What follows belongs to an exercise in optimizing a design on an open flow for small area and a short achievable clock period; a production flow would make more cautious choices. RTL that was checked went through simulation tests only; none was proved equivalent to the original. Power and IR drop assume default switching activity.

==> inputs of 11-21 <==
## data_mem_responder
module data_mem_responder #(
    parameter int DATA_WIDTH  = 16,
    parameter int ADDR_WIDTH  = 8,
    parameter int WAIT_STATES = 2
) (
    input  logic                  clk,
    input  logic                  reset,
    input  logic                  mem_select,
    input  logic                  mem_read,
    input  logic [ADDR_WIDTH-1:0] addr,
    input  logic [DATA_WIDTH-1:0] wdata,
    output logic [DATA_WIDTH-1:0] rdata,
    output logic                  ready,
    output logic                  addr_error
);
==> module data_mem_responder, before the edit <==
module data_mem_responder #(
    parameter int DATA_WIDTH  = 16,
    parameter int ADDR_WIDTH  = 8,
    parameter int WAIT_STATES = 2
) (
    input  logic                  clk,
    input  logic                  reset,
    input  logic                  mem_select,
    input  logic                  mem_read,
    input  logic [ADDR_WIDTH-1:0] addr,
    input  logic [DATA_WIDTH-1:0] wdata,
    output logic [DATA_WIDTH-1:0] rdata,
    output logic                  ready,
    output logic                  addr_error
);
    typedef enum logic [1:0] {IDLE = 2'd0, WAIT = 2'd1, DONE = 2'd2} state_t;
    localparam bit ALIGN_CHECK = 1'b1;
    state_t                state;
    logic [3:0]            cnt;
    logic [ADDR_WIDTH-1:0] req_addr;
    logic                  req_read;
    logic [DATA_WIDTH-1:0] req_wdata;
    logic [DATA_WIDTH-1:0] ram [2**(ADDR_WIDTH-1)];
    logic [ADDR_WIDTH-2:0] word_idx;
    logic                  misaligned;
    logic                  access;
    assign word_idx   = req_addr[ADDR_WIDTH-1:1];
    assign misaligned = ALIGN_CHECK & req_addr[0];
    assign access     = (state == WAIT) && (cnt == 4'd0);
    always_ff @(posedge clk) begin
        if (reset && access && !req_read && !misaligned)
            ram[word_idx] <= req_wdata;
    end
    always_ff @(posedge clk) begin
        if (!reset) begin
            state      <= IDLE;
            cnt        <= 4'd0;
            req_addr   <= '0;
            req_read   <= 1'b0;
            req_wdata  <= '0;
            rdata      <= '0;
            ready      <= 1'b0;
            addr_error <= 1'b0;
        end else begin
            case (state)
                IDLE: begin
                    if (mem_select) begin
                        req_addr  <= addr;
                        req_read  <= mem_read;
                        req_wdata <= wdata;
                        cnt       <= 4'(WAIT_STATES);
                        state     <= WAIT;
                    end
                end
                WAIT: begin
                    if (cnt != 4'd0) begin
                        cnt <= cnt - 4'd1;
                    end else begin
                        if (req_read && !misaligned)
                            rdata <= ram[word_idx];
                        ready      <= 1'b1;
                        addr_error <= misaligned;
                        state      <= DONE;
                    end
                end
                DONE: begin
                    if (!mem_select) begin
                        ready      <= 1'b0;
                        addr_error <= 1'b0;
                        state      <= IDLE;
                    end
                end
                default: begin
                    ready      <= 1'b0;
                    addr_error <= 1'b0;
                    state      <= IDLE;
                end
            endcase
        end
    end
endmodule
Settings: LEC_CHECK=0, CAP_MARGIN=20, CORE_MARGIN=2, CORE_UTILIZATION=40, SLEW_MARGIN=20; clock period 6.0 ns.
run.sh (not shown) runs the stock make flow with config.mk's settings and CLKGATE_MAP_FILE= SYNTH_SCRIPT=/design/flow/synth_recipe.tcl, a recipe that flattens the netlist after the stock synthesis.
==> inputs of 06-03, as changes to 11-21 <==
==> flow/design.v (replaced) <==
module data_mem_responder #(
    parameter int DATA_WIDTH  = 16,
    parameter int ADDR_WIDTH  = 8,
    parameter int WAIT_STATES = 2
) (
    input  logic                  clk,
    input  logic                  reset,
    input  logic                  mem_select,
    input  logic                  mem_read,
    input  logic [ADDR_WIDTH-1:0] addr,
    input  logic [DATA_WIDTH-1:0] wdata,
    output logic [DATA_WIDTH-1:0] rdata,
    output logic                  ready,
    output logic                  addr_error
);
    localparam bit ALIGN_CHECK = 1'b1;
    localparam int NWORDS = 2**(ADDR_WIDTH-1);
    logic [WAIT_STATES:0]  busy;
    logic                  idle;
    assign idle = ~(|busy) & ~ready;
    always_ff @(posedge clk) begin
        if (!reset) begin
            busy       <= '0;
            ready      <= 1'b0;
            addr_error <= 1'b0;
        end else begin
            busy       <= {busy[WAIT_STATES-1:0], mem_select & idle};
            ready      <= busy[WAIT_STATES] | (ready & mem_select);
            addr_error <= busy[WAIT_STATES] ? (ALIGN_CHECK & addr[0])
                                            : (addr_error & mem_select);
        end
    end
    logic [15:0] lo_nq;      
    logic [7:0]  hi_nq;      
    logic        wr_q;       
    always_ff @(posedge clk) begin
        for (int i = 0; i < 16; i++) lo_nq[i] <= (addr[4:1] != 4'(i));
        for (int j = 0; j < 8; j++)  hi_nq[j] <= (addr[7:5] != 3'(j));
        wr_q <= ~mem_read & ~(ALIGN_CHECK & addr[0]);
    end
    logic [DATA_WIDTH-1:0] ram [NWORDS];
    logic [7:0]            wr_hi_n;
    logic [NWORDS-1:0]     word_we;
    logic [NWORDS-1:0]     rd_sel;
    assign wr_hi_n = hi_nq | ~{8{busy[1] & wr_q & reset}};
    for (genvar w = 0; w < NWORDS; w++) begin : g_word
        assign word_we[w] = ~(lo_nq[w % 16] | wr_hi_n[w / 16]);
        assign rd_sel[w]  = ~(lo_nq[w % 16] | hi_nq[w / 16]);
        always_ff @(posedge clk) begin
            if (word_we[w])
                ram[w] <= wdata;
        end
    end
    logic [DATA_WIDTH-1:0] rd_word;
    for (genvar b = 0; b < DATA_WIDTH; b++) begin : g_rbit
        logic [NWORDS-1:0] col;
        for (genvar w = 0; w < NWORDS; w++) begin : g_col
            assign col[w] = ram[w][b];
        end
        dmem_rd_bit u_rd (.sel(rd_sel), .d(col), .y(rd_word[b]));
    end
    always_ff @(posedge clk) begin
        rdata <= rd_word;
    end
endmodule
module dmem_rd_bit (
    input  logic [127:0] sel,
    input  logic [127:0] d,
    output logic         y
);
    logic [42:0] t_n;    
    logic [10:0] u;      
    logic [2:0]  v_n;    
    for (genvar k = 0; k < 42; k++) begin : g_t
        dmem_aoi222 u_t (.a0(sel[3*k]), .b0(d[3*k]), .a1(sel[3*k+1]), .b1(d[3*k+1]),
                         .a2(sel[3*k+2]), .b2(d[3*k+2]), .y(t_n[k]));
    end
    dmem_aoi22 u_t42 (.a0(sel[126]), .b0(d[126]), .a1(sel[127]), .b1(d[127]), .y(t_n[42]));
    for (genvar k = 0; k < 10; k++) begin : g_u
        dmem_nand4 u_u (.a(t_n[4*k]), .b(t_n[4*k+1]), .c(t_n[4*k+2]), .d(t_n[4*k+3]), .y(u[k]));
    end
    dmem_nand3 u_u10 (.a(t_n[40]), .b(t_n[41]), .c(t_n[42]), .y(u[10]));
    dmem_nor4 u_v0 (.a(u[0]), .b(u[1]), .c(u[2]), .d(u[3]), .y(v_n[0]));
    dmem_nor4 u_v1 (.a(u[4]), .b(u[5]), .c(u[6]), .d(u[7]), .y(v_n[1]));
    dmem_nor3 u_v2 (.a(u[8]), .b(u[9]), .c(u[10]), .y(v_n[2]));
    dmem_nand3 u_y (.a(v_n[0]), .b(v_n[1]), .c(v_n[2]), .y(y));
endmodule
module dmem_aoi222 (
    input  logic a0, b0, a1, b1, a2, b2,
    output logic y
);
    assign y = ~((a0 & b0) | (a1 & b1) | (a2 & b2));
endmodule
module dmem_aoi22 (
    input  logic a0, b0, a1, b1,
    output logic y
);
    assign y = ~((a0 & b0) | (a1 & b1));
endmodule
module dmem_nand4 (
    input  logic a, b, c, d,
    output logic y
);
    assign y = ~(a & b & c & d);
endmodule
module dmem_nand3 (
    input  logic a, b, c,
    output logic y
);
    assign y = ~(a & b & c);
endmodule
module dmem_nor4 (
    input  logic a, b, c, d,
    output logic y
);
    assign y = ~(a | b | c | d);
endmodule
module dmem_nor3 (
    input  logic a, b, c,
    output logic y
);
    assign y = ~(a | b | c);
endmodule
Settings changed: CORE_UTILIZATION 40 to 60, CTS_CLUSTER_DIAMETER from default to 150, CTS_CLUSTER_SIZE from default to 24, PLACE_DENSITY from default to 0.7, SETUP_SLACK_MARGIN from default to 3.5, SYNTH_HIERARCHICAL from default to 1, SYNTH_MINIMUM_KEEP_SIZE from default to 0.
==> summary of the runs <==
- Between 06-03 and 11-21, the lower maximum frequency is in 11-21 (gap about 46%, measured against 11-21).
- Non-clock buffer count: 06-03 is higher than 11-21 (54).
- Against 06-03, the worst setup slack of 11-21 is lower by 1400 ps.
- Of 06-03 and 11-21, 11-21 has the higher clock skew (gap 30 ps).
- In 11-21 the clock power is larger than in 06-03, by about 70%.
- Against 06-03, the synthesized area of 11-21 is larger by about 12%.
- Combinational power: 06-03 is smaller than 11-21 (about 65%).
- Critical path depth: 11-21 is higher than 06-03 (1).
- Of 06-03 and 11-21, 11-21 has the higher via count (gap about 14%, measured against 11-21).
- Of 06-03 and 11-21, 11-21 has the higher flip-flop and latch count (gap 3).
The RTL of 06-03 was laid out without a check of its function.

==> inputs of 02-03 <==
Another version of the RTL of data_mem_responder (not shown whole).
==> module data_mem_responder, before the edit <==
module data_mem_responder #(
    parameter int DATA_WIDTH  = 16,
    parameter int ADDR_WIDTH  = 8,
    parameter int WAIT_STATES = 2
) (
    input  logic                  clk,
    input  logic                  reset,
    input  logic                  mem_select,
    input  logic                  mem_read,
    input  logic [ADDR_WIDTH-1:0] addr,
    input  logic [DATA_WIDTH-1:0] wdata,
    output logic [DATA_WIDTH-1:0] rdata,
    output logic                  ready,
    output logic                  addr_error
);
    localparam bit ALIGN_CHECK = 1'b1;
    localparam int NWORDS = 2**(ADDR_WIDTH-1);
    logic [WAIT_STATES:0]  busy;
    logic                  idle;
    assign idle = ~(|busy) & ~ready;
    always_ff @(posedge clk) begin
        if (!reset) begin
            busy       <= '0;
            ready      <= 1'b0;
            addr_error <= 1'b0;
        end else begin
            busy       <= {busy[WAIT_STATES-1:0], mem_select & idle};
            ready      <= busy[WAIT_STATES] | (ready & mem_select);
            addr_error <= busy[WAIT_STATES] ? (ALIGN_CHECK & addr[0])
                                            : (addr_error & mem_select);
        end
    end
    logic [15:0] lo_nq;      
    logic [7:0]  hi_nq;      
    logic        wr_q;       
    always_ff @(posedge clk) begin
        for (int i = 0; i < 16; i++) lo_nq[i] <= (addr[4:1] != 4'(i));
        for (int j = 0; j < 8; j++)  hi_nq[j] <= (addr[7:5] != 3'(j));
        wr_q <= ~mem_read & ~(ALIGN_CHECK & addr[0]);
    end
    logic [DATA_WIDTH-1:0] ram [NWORDS];
    logic [7:0]            wr_hi_n;
    logic [NWORDS-1:0]     word_we;
    logic [NWORDS-1:0]     rd_sel;
    assign wr_hi_n = hi_nq | ~{8{busy[1] & wr_q & reset}};
    logic [NWORDS-1:0]     word_keep;
    for (genvar w = 0; w < NWORDS; w++) begin : g_word
        logic [DATA_WIDTH-1:0] nxt;
        assign word_we[w]   = ~(lo_nq[w % 16] | wr_hi_n[w / 16]);
        assign word_keep[w] = ~word_we[w];
        assign rd_sel[w]    = ~(lo_nq[w % 16] | hi_nq[w / 16]);
        for (genvar b = 0; b < DATA_WIDTH; b++) begin : g_bit
            dmem_ao22 u_nxt (.a0(ram[w][b]), .b0(word_keep[w]), .a1(wdata[b]), .b1(word_we[w]),
                             .y(nxt[b]));
        end
        always_ff @(posedge clk) begin
            ram[w] <= nxt;
        end
    end
    logic [DATA_WIDTH-1:0] rd_word;
    for (genvar b = 0; b < DATA_WIDTH; b++) begin : g_rbit
        logic [NWORDS-1:0] col;
        for (genvar w = 0; w < NWORDS; w++) begin : g_col
            assign col[w] = ram[w][b];
        end
        dmem_rd_bit u_rd (.sel(rd_sel), .d(col), .y(rd_word[b]));
    end
    always_ff @(posedge clk) begin
        rdata <= rd_word;
    end
endmodule
==> module dmem_rd_bit, before the edit <==
module dmem_rd_bit (
    input  logic [127:0] sel,
    input  logic [127:0] d,
    output logic         y
);
    logic [42:0] t_n;    
    logic [10:0] u;      
    logic [2:0]  v_n;    
    for (genvar k = 0; k < 42; k++) begin : g_t
        dmem_aoi222 u_t (.a0(sel[3*k]), .b0(d[3*k]), .a1(sel[3*k+1]), .b1(d[3*k+1]),
                         .a2(sel[3*k+2]), .b2(d[3*k+2]), .y(t_n[k]));
    end
    dmem_aoi22 u_t42 (.a0(sel[126]), .b0(d[126]), .a1(sel[127]), .b1(d[127]), .y(t_n[42]));
    for (genvar k = 0; k < 10; k++) begin : g_u
        dmem_nand4 u_u (.a(t_n[4*k]), .b(t_n[4*k+1]), .c(t_n[4*k+2]), .d(t_n[4*k+3]), .y(u[k]));
    end
    dmem_nand3 u_u10 (.a(t_n[40]), .b(t_n[41]), .c(t_n[42]), .y(u[10]));
    dmem_nor4 u_v0 (.a(u[0]), .b(u[1]), .c(u[2]), .d(u[3]), .y(v_n[0]));
    dmem_nor4 u_v1 (.a(u[4]), .b(u[5]), .c(u[6]), .d(u[7]), .y(v_n[1]));
    dmem_nor3 u_v2 (.a(u[8]), .b(u[9]), .c(u[10]), .y(v_n[2]));
    dmem_nand3 u_y (.a(v_n[0]), .b(v_n[1]), .c(v_n[2]), .y(y));
endmodule
==> module dmem_nor4, before the edit <==
module dmem_nor4 (
    input  logic a, b, c, d,
    output logic y
);
    assign y = ~(a | b | c | d);
endmodule
==> module dmem_ao22, before the edit <==
module dmem_ao22 (
    input  logic a0, b0, a1, b1,
    output logic y
);
    assign y = (a0 & b0) | (a1 & b1);
endmodule
clock: 6.0 ns
lec_check: 0
cap_margin: 20
core_margin: 2
core_utilization: 60
cts_cluster_diameter: 150
cts_cluster_size: 24
place_density: 0.7
setup_slack_margin: 3.0
slew_margin: 20
synth_hierarchical: 1
synth_minimum_keep_size: 0
==> inputs of 11-25, as changes to 02-03 <==
==> flow/design.v, changed modules only <==
module data_mem_responder #(
    parameter int DATA_WIDTH  = 16,
    parameter int ADDR_WIDTH  = 8,
    parameter int WAIT_STATES = 2
) (
    input  logic                  clk,
    input  logic                  reset,
    input  logic                  mem_select,
    input  logic                  mem_read,
    input  logic [ADDR_WIDTH-1:0] addr,
    input  logic [DATA_WIDTH-1:0] wdata,
    output logic [DATA_WIDTH-1:0] rdata,
    output logic                  ready,
    output logic                  addr_error
);
    localparam bit ALIGN_CHECK = 1'b1;
    localparam int NWORDS = 2**(ADDR_WIDTH-1);
    logic [WAIT_STATES:0]  busy;
    logic                  idle;
    assign idle = ~(|busy) & ~ready;
    always_ff @(posedge clk) begin
        if (!reset) begin
            busy       <= '0;
            ready      <= 1'b0;
            addr_error <= 1'b0;
        end else begin
            busy       <= {busy[WAIT_STATES-1:0], mem_select & idle};
            ready      <= busy[WAIT_STATES] | (ready & mem_select);
            addr_error <= busy[WAIT_STATES] ? (ALIGN_CHECK & addr[0])
                                            : (addr_error & mem_select);
        end
    end
    logic [15:0]           lo_nq;      
    logic [7:0]            hi_nq;      
    logic [DATA_WIDTH-1:0] wdata_q;
    logic [7:0]            wr_hi_nq;
    always_ff @(posedge clk) begin
        for (int i = 0; i < 16; i++) lo_nq[i] <= (addr[4:1] != 4'(i));
        for (int j = 0; j < 8; j++)  hi_nq[j] <= (addr[7:5] != 3'(j));
        wdata_q <= wdata;
        for (int j = 0; j < 8; j++)
            wr_hi_nq[j] <= ~(reset & busy[0] & ~mem_read & ~(ALIGN_CHECK & addr[0])
                             & (addr[7:5] == 3'(j)));
    end
    logic [DATA_WIDTH-1:0] ram [NWORDS];
    logic [NWORDS-1:0]     word_we;
    logic [NWORDS-1:0]     rd_sel;
    logic [NWORDS-1:0]     word_keep;
    for (genvar w = 0; w < NWORDS; w++) begin : g_word
        logic [DATA_WIDTH-1:0] nxt;
        assign word_we[w]   = ~(lo_nq[w % 16] | wr_hi_nq[w / 16]);
        assign word_keep[w] = ~word_we[w];
        assign rd_sel[w]    = ~(lo_nq[w % 16] | hi_nq[w / 16]);
        for (genvar b = 0; b < DATA_WIDTH; b++) begin : g_bit
            dmem_ao22 u_nxt (.a0(ram[w][b]), .b0(word_keep[w]), .a1(wdata_q[b]), .b1(word_we[w]),
                             .y(nxt[b]));
        end
        always_ff @(posedge clk) begin
            ram[w] <= nxt;
        end
    end
    logic [4*DATA_WIDTH-1:0] part_n;    
    logic [4*DATA_WIDTH-1:0] part_nq;
    for (genvar b = 0; b < DATA_WIDTH; b++) begin : g_rbit
        logic [NWORDS-1:0] col;
        for (genvar w = 0; w < NWORDS; w++) begin : g_col
            assign col[w] = ram[w][b];
        end
        dmem_rd_bit u_rd (.sel(rd_sel), .d(col), .y_n(part_n[4*b +: 4]));
    end
    always_ff @(posedge clk) begin
        part_nq <= part_n;
        for (int b = 0; b < DATA_WIDTH; b++)
            rdata[b] <= ~(&part_nq[4*b +: 4]);
    end
endmodule
module dmem_rd_bit (
    input  logic [127:0] sel,
    input  logic [127:0] d,
    output logic [3:0]   y_n
);
    logic [42:0] t_n;    
    logic [11:0] u;      
    for (genvar k = 0; k < 42; k++) begin : g_t
        dmem_aoi222 u_t (.a0(sel[3*k]), .b0(d[3*k]), .a1(sel[3*k+1]), .b1(d[3*k+1]),
                         .a2(sel[3*k+2]), .b2(d[3*k+2]), .y(t_n[k]));
    end
    dmem_aoi22 u_t42 (.a0(sel[126]), .b0(d[126]), .a1(sel[127]), .b1(d[127]), .y(t_n[42]));
    for (genvar k = 0; k < 7; k++) begin : g_u4
        dmem_nand4 u_u (.a(t_n[4*k]), .b(t_n[4*k+1]), .c(t_n[4*k+2]), .d(t_n[4*k+3]), .y(u[k]));
    end
    for (genvar k = 0; k < 5; k++) begin : g_u3
        dmem_nand3 u_u (.a(t_n[28+3*k]), .b(t_n[28+3*k+1]), .c(t_n[28+3*k+2]), .y(u[7+k]));
    end
    for (genvar k = 0; k < 4; k++) begin : g_v
        dmem_nor3 u_v (.a(u[3*k]), .b(u[3*k+1]), .c(u[3*k+2]), .y(y_n[k]));
    end
endmodule
// module dmem_nor4 removed
SETUP_SLACK_MARGIN = 3.8   (was 3.0)
==> inputs of 05-18, as changes to 02-03 <==
==> flow/design.v, changed modules only <==
module data_mem_responder #(
    parameter int DATA_WIDTH  = 16,
    parameter int ADDR_WIDTH  = 8,
    parameter int WAIT_STATES = 2
) (
    input  logic                  clk,
    input  logic                  reset,
    input  logic                  mem_select,
    input  logic                  mem_read,
    input  logic [ADDR_WIDTH-1:0] addr,
    input  logic [DATA_WIDTH-1:0] wdata,
    output logic [DATA_WIDTH-1:0] rdata,
    output logic                  ready,
    output logic                  addr_error
);
    localparam bit ALIGN_CHECK = 1'b1;
    localparam int NWORDS = 2**(ADDR_WIDTH-1);
    logic [WAIT_STATES:0]  busy;
    logic                  idle;
    assign idle = ~(|busy) & ~ready;
    always_ff @(posedge clk) begin
        if (!reset) begin
            busy       <= '0;
            ready      <= 1'b0;
            addr_error <= 1'b0;
        end else begin
            busy       <= {busy[WAIT_STATES-1:0], mem_select & idle};
            ready      <= busy[WAIT_STATES] | (ready & mem_select);
            addr_error <= busy[WAIT_STATES] ? (ALIGN_CHECK & addr[0])
                                            : (addr_error & mem_select);
        end
    end
    logic [15:0] lo_nq;      
    logic [7:0]  hi_nq;      
    logic        wr_q;       
    always_ff @(posedge clk) begin
        for (int i = 0; i < 16; i++) lo_nq[i] <= (addr[4:1] != 4'(i));
        for (int j = 0; j < 8; j++)  hi_nq[j] <= (addr[7:5] != 3'(j));
        wr_q <= ~mem_read & ~(ALIGN_CHECK & addr[0]);
    end
    logic [DATA_WIDTH-1:0] ram [NWORDS];
    logic [7:0]            wr_hi_n;
    logic [NWORDS-1:0]     word_we;
    logic [NWORDS-1:0]     rd_sel;
    assign wr_hi_n = hi_nq | ~{8{busy[1] & wr_q & reset}};
    for (genvar w = 0; w < NWORDS; w++) begin : g_word
        assign word_we[w] = ~(lo_nq[w % 16] | wr_hi_n[w / 16]);
        assign rd_sel[w]  = ~(lo_nq[w % 16] | hi_nq[w / 16]);
        always_ff @(posedge clk) begin
            if (word_we[w])
                ram[w] <= wdata;
        end
    end
    logic [DATA_WIDTH-1:0] rd_word;
    for (genvar b = 0; b < DATA_WIDTH; b++) begin : g_rbit
        logic [NWORDS-1:0] col;
        for (genvar w = 0; w < NWORDS; w++) begin : g_col
            assign col[w] = ram[w][b];
        end
        dmem_rd_bit u_rd (.sel(rd_sel), .d(col), .y(rd_word[b]));
    end
    always_ff @(posedge clk) begin
        rdata <= rd_word;
    end
endmodule
// module dmem_ao22 removed
==> impl_metrics.ini <==
[die]
rows = 127

[yosys]
netlist_area_um2 = 72700
netlist_instances = 5666

[hold_path]
min_from = busy[1]

[routing]
first_pass_iters = 12

[run_status]
status = no timing/DRC/antenna violations

[cts]
postCtsSetupBuffers = 22
clock-sinks = 2181

[final_layout]
sh_seq_area = 0.552
-- figures above: 11-25

==> impl_metrics.ini <==
[run_status]
status = no timing/DRC/antenna violations

[yosys]
netlist_area_um2 = 70900

[power_and_ir_drop]
p_comb_mw = 1.40

[job]
cap_violations = 0

[die]
rows = 126

[cts]
clock-sinks = 2094
postCtsSetupBuffers = 33

[final_layout]
sh_seq_area = 0.533

[routing]
met3WireLength_um = 31700
-- figures above: 02-03

==> impl_metrics.ini <==
[yosys]
netlist_area_um2 = 72700
netlist_instances = 3389

[final_layout]
utilization = 0.666
sh_seq_area = 0.782

[setup_path]
path_cells = buf_6 -> nor2_1 -> buf_4 -> a222oi_1 -> nand4_1 -> nor4_4 -> nand3_1

[cts]
postCtsSetupBuffers = 0
clock-sinks = 2094

[die]
rows = 127

[power_and_ir_drop]
p_comb_mw = 0.704

[routing]
first_pass_iters = 12

[hold_path]
min_from = busy[0]

[run_status]
status = no timing/DRC/antenna violations
-- figures above: 05-18

No functional check of the RTL was part of 02-03 and 05-18.

## what the ideal ports hide
In the flow no input, the clock included, has a driving cell. The finished layouts below were timed again as built, in two steps. Step 1, drivers: a clkbuf_16 drives clk and a buf_2 each remaining input, both assumed. Step 2 moves the port delays by t, midway between the first and last clock arrival at a register: inputs arrive t later, outputs are due t later. That takes back most of the time a late clock gives input paths. Slacks: ideal / step 1 / step 2; pairs: ideal / step 1.
run | shift t [ns] | setup WS [ns] | worst hold slack (ns) | latest minus earliest clock arrival (ns) | cell pins on the clock port's net
11-21 | 0.936 | 1.613 / 1.613 / 1.613 | 0.483 / 0.483 / 0.483 | 0.072 / 0.071 | 1
06-03 | 0.793 | 3.001 / 3.001 / 2.840 | 0.470 / 0.470 / 0.470 | 0.041 / 0.041 | 1
02-03 | 0.816 | 2.769 / 2.769 / 2.048 | 0.487 / 0.487 / 0.487 | 0.029 / 0.029 | 1
11-25 | 0.816 | 3.628 / 3.542 / 3.117 | 0.477 / 0.477 / 0.477 | 0.021 / 0.021 | 1
05-18 | 0.790 | 2.899 / 2.899 / 2.183 | 0.481 / 0.481 / 0.481 | 0.047 / 0.047 | 1
After both steps setup and hold are still met in every run listed. For 02-03, which loses most, drivers alone change the setup slack by 0.000 ns; drivers and shift together by -0.721 ns.
